Context: an optimization exercise on an open-source flow, tuned for small area. The choices shown serve that exercise and are no tape-out recipe.
Only simulation tests tie the RTL to the original design; equivalence was not proved.
Power is estimated from default activity; no workload was simulated.

== run A ==
// regfile_sb
module regfile_sb (
  input  logic clock,
  input  logic reset,
  input  logic rd_en,
  input  logic [4:0] rd_addr1,
  input  logic [4:0] rd_addr2,
  output logic [31:0] rd_data1,
  output logic [31:0] rd_data2,
  output logic rd_valid,
  output logic hazard,
  input  logic wr_en,
  input  logic [4:0] wr_addr,
  input  logic [31:0] wr_data,
  input  logic iss_en,
  input  logic [4:0] iss_addr
);
  logic [31:0] mem [31:1];
  logic [31:1] busy, wr_hit, iss_hit, t1, t2, bw;
  logic pend1, pend2, acc, byp1, byp2;
  logic [31:0] nxt1, nxt2, wd;
  logic [31:1] d1n, d2n;
  dec5 u_dw (.a(wr_addr), .en(wr_en), .y(wr_hit));
  dec5 u_di (.a(iss_addr), .en(iss_en), .y(iss_hit));
  dec5n u_d1 (.a(rd_addr1), .yn(d1n));
  dec5n u_d2 (.a(rd_addr2), .yn(d2n));
  assign t1 = ~(d1n | wr_hit | {31{reset}});
  assign t2 = ~(d2n | wr_hit | {31{reset}});
  assign bw = busy & ~wr_hit;
  assign byp1 = wr_en && wr_addr == rd_addr1 && rd_addr1 != 5'd0 && !reset;
  assign byp2 = wr_en && wr_addr == rd_addr2 && rd_addr2 != 5'd0 && !reset;
  assign pend1 = |(bw & ~d1n);
  assign pend2 = |(bw & ~d2n);
  assign hazard = rd_en & (pend1 | pend2);
  assign acc = rd_en & ~pend1 & ~pend2;
  for (genvar j = 0; j < 32; j++) begin : g_rd
    logic [30:0] col;
    for (genvar i = 1; i < 32; i++) begin : g_col
      assign col[i-1] = mem[i][j];
    end
    aomux32 u_m1 (.sel({byp1, t1}), .d({wr_data[j], col}), .y(nxt1[j]));
    aomux32 u_m2 (.sel({byp2, t2}), .d({wr_data[j], col}), .y(nxt2[j]));
  end
  assign wd = wr_data & {32{~reset}};
  always_ff @(posedge clock) begin
  ...
clock: 6.0 ns
lec_check: 0
cap_margin: 10
core_margin: 2
core_utilization: 50
gpl_timing_driven: 0
setup_slack_margin: 0.2
slew_margin: 10
synth_hierarchical: 1
standard.sh (not shown) runs the stock make flow with config.mk's settings and CLKGATE_MAP_FILE= SYNTH_SCRIPT=/design/flow/synth_recipe.tcl, a recipe that flattens the netlist after the stock synthesis.
==> flow/flow/run.sh <==
#!/bin/bash
# Own layout flow: the standard ORFS flow (standard.sh, standard synthesis
# unchanged) with these layout changes:
#  - the buffers ABC put in the netlist are removed at floorplan;
#  - port buffers are buf_1 instead of the slow clkdlybuf4s50_1;
#  - before repair_design, each high-fanout net gets one buf_2 at the centroid
#    of its loads (fanout_buffers.tcl), instead of repair_design's buffer chains;
#  - clock tree built from clkbuf_8 with no dummy loads.
# The whole output of the flow goes to flow.log in the work folder; ORFS keeps
# each step's own log under orfs/logs.
set -euo pipefail
here=$(pwd)
export PRE_RESIZE_TCL="$here/flow/fanout_buffers.tcl"
export REMOVE_ABC_BUFFERS=1
export BUFFER_PORTS_ARGS="-buffer_cell sky130_fd_sc_hd__buf_1"
export CTS_ARGS="-sink_clustering_enable -repair_clock_nets -buf_list sky130_fd_sc_hd__clkbuf_8 -sink_clustering_size 15 -sink_clustering_max_diameter 60 -dont_use_dummy_load"
bash standard.sh finish > "$here/flow.log" 2>&1
==> flow/flow/fanout_buffers.tcl <==
# Before repair_design: give every high-fanout signal net one buffer at the
# centroid of its loads, so repair_design has few slew/cap violations left to
# fix with its own (larger) buffer chains.
set fb_min_loads 16
set fb_count 0
foreach net [[ord::get_db_block] getNets] {
  if {[$net getSigType] != "SIGNAL"} continue
  set loads 0; set xs 0; set ys 0
  foreach it [$net getITerms] {
    if {[$it isInputSignal]} {
      incr loads
      set b [[$it getInst] getBBox]
      set xs [expr {$xs + [$b xMin]}]; set ys [expr {$ys + [$b yMin]}]
    }
  }
  if {$loads >= $fb_min_loads} {
    set dbu [[ord::get_db_tech] getDbUnitsPerMicron]
    insert_buffer -net [$net getName] -buffer_cell sky130_fd_sc_hd__buf_2 \
      -location [list [expr {double($xs) / $loads / $dbu}] [expr {double($ys) / $loads / $dbu}]]
    incr fb_count
  }
}
puts "fanout_buffers: inserted $fb_count buffers"
Run A: full flow OK, the timing, design-rule and antenna checks passed
Inputs modified between run A and run B:
# run A
export LEC_CHECK = 0
export CAP_MARGIN = 10
export CORE_MARGIN = 2
export CORE_UTILIZATION = 50
export GPL_TIMING_DRIVEN = 0
export SETUP_SLACK_MARGIN = 0.2
export SLEW_MARGIN = 10
export SYNTH_HIERARCHICAL = 1
create_clock -name core_clock -period 6.0 [get_ports {clock}]
# run B
export LEC_CHECK = 0
export CAP_MARGIN = 10
export CORE_MARGIN = 2
export CORE_UTILIZATION = 45
export GPL_TIMING_DRIVEN = 0
export SETUP_SLACK_MARGIN = 0.3
export SLEW_MARGIN = 10
export SYNTH_HIERARCHICAL = 1
create_clock -name core_clock -period 6.0 [get_ports {clock}]
--- a/flow/flow/run.sh
+++ b/flow/flow/run.sh
@@ -4,3 +4,3 @@
 #  - the buffers ABC put in the netlist are removed at floorplan;
-#  - port buffers are buf_1 instead of the slow clkdlybuf4s50_1;
+#  - port buffers are buf_2 instead of the slow clkdlybuf4s50_1;
 #  - before repair_design, each high-fanout net gets one buf_2 at the centroid
@@ -14,3 +14,3 @@
 export REMOVE_ABC_BUFFERS=1
-export BUFFER_PORTS_ARGS="-buffer_cell sky130_fd_sc_hd__buf_1"
+export BUFFER_PORTS_ARGS="-buffer_cell sky130_fd_sc_hd__buf_2"
 export CTS_ARGS="-sink_clustering_enable -repair_clock_nets -buf_list sky130_fd_sc_hd__clkbuf_8 -sink_clustering_size 15 -sink_clustering_max_diameter 60 -dont_use_dummy_load"
## What came out
Global-route met2 utilization (lower): run B. Diff run A -> run B | met3 usage | decrease of 0.47 points. Total design power of run B is on par with run A. Ratio of cells with drive above 1 in the final layout in run B is 4.2 points higher than in run A. Taking run A as the reference, in run B clock group power -about 1%, filler-free cell count of the finished design +2.5%, critical path depth ~0 delta. Against run A, first-pass GRT wire length in run B came out better. As far as count of inverters not on the clock network in the layout goes, run B and run A are indistinguishable; the numbers are identical. Re shortest period the worst path allows: run A and run B aren't equal, and the higher value belongs to run A. The higher cell area came out of run B.
Modified inputs, run C compared to run B
# run B
export LEC_CHECK = 0
export CAP_MARGIN = 10
export CORE_MARGIN = 2
export CORE_UTILIZATION = 45
export GPL_TIMING_DRIVEN = 0
export SETUP_SLACK_MARGIN = 0.3
export SLEW_MARGIN = 10
export SYNTH_HIERARCHICAL = 1
create_clock -name core_clock -period 6.0 [get_ports {clock}]
# run C
export LEC_CHECK = 0
export CAP_MARGIN = 10
export CORE_MARGIN = 2
export CORE_UTILIZATION = 50
export GPL_TIMING_DRIVEN = 0
export SETUP_SLACK_MARGIN = 0.2
export SLEW_MARGIN = 10
export SYNTH_HIERARCHICAL = 1
create_clock -name core_clock -period 6.0 [get_ports {clock}]
Summary: with run B as the reference, cell area after layout in run C moved down slightly. Critical path capture point = rd_data1[31]$_DFFE_PP_: run B; critical path capture point = rd_data1[14]$_DFFE_PP_: run C. Changes observed in run C relative to run B: hold slack saw an increase, count of filler cells inserted in the layout saw a decrease, post-layout net count saw little to no change. Higher die boundary height was reported by run B, not run C. In the reports for run C and run B, the smaller number of global-route vias before repair belongs to run B.

[separate check: timing with driven ports]
The results above use ideal ports. As a check the final layouts listed here were re-extracted and re-timed, cells and wires unchanged.
Step 1 (the two cells are an assumption about what drives the block):
set clk [get_ports {clock}]
set_driving_cell -lib_cell sky130_fd_sc_hd__clkbuf_16 $clk
set_driving_cell -lib_cell sky130_fd_sc_hd__buf_2 [delete_from_list [all_inputs] $clk]
Step 2 also shifts input and output timing later by t, the mid clock arrival at the registers, as if the neighbouring blocks saw the same clock.
a / b / c = no drivers / after step 1 / after step 2; a / b = the first two.
run | t, ns | setup WS [ns] | worst hold slack (ns) | latest minus earliest clock arrival (ns)
run A | 0.786 | 0.182 / 0.226 / -0.560 | 0.504 / 0.504 / 0.504 | 0.079 / 0.078
run B | 0.774 | 0.363 / 0.405 / -0.369 | 0.496 / 0.496 / 0.496 | 0.091 / 0.091
run C | 0.772 | 0.264 / 0.295 / -0.477 | 0.503 / 0.503 / 0.503 | 0.086 / 0.087
With both steps, setup timing fails in every run listed, where it was met with ideal ports. The setup slack of run A, which loses most, moves by +0.044 ns with the drivers and by -0.742 ns with both steps.
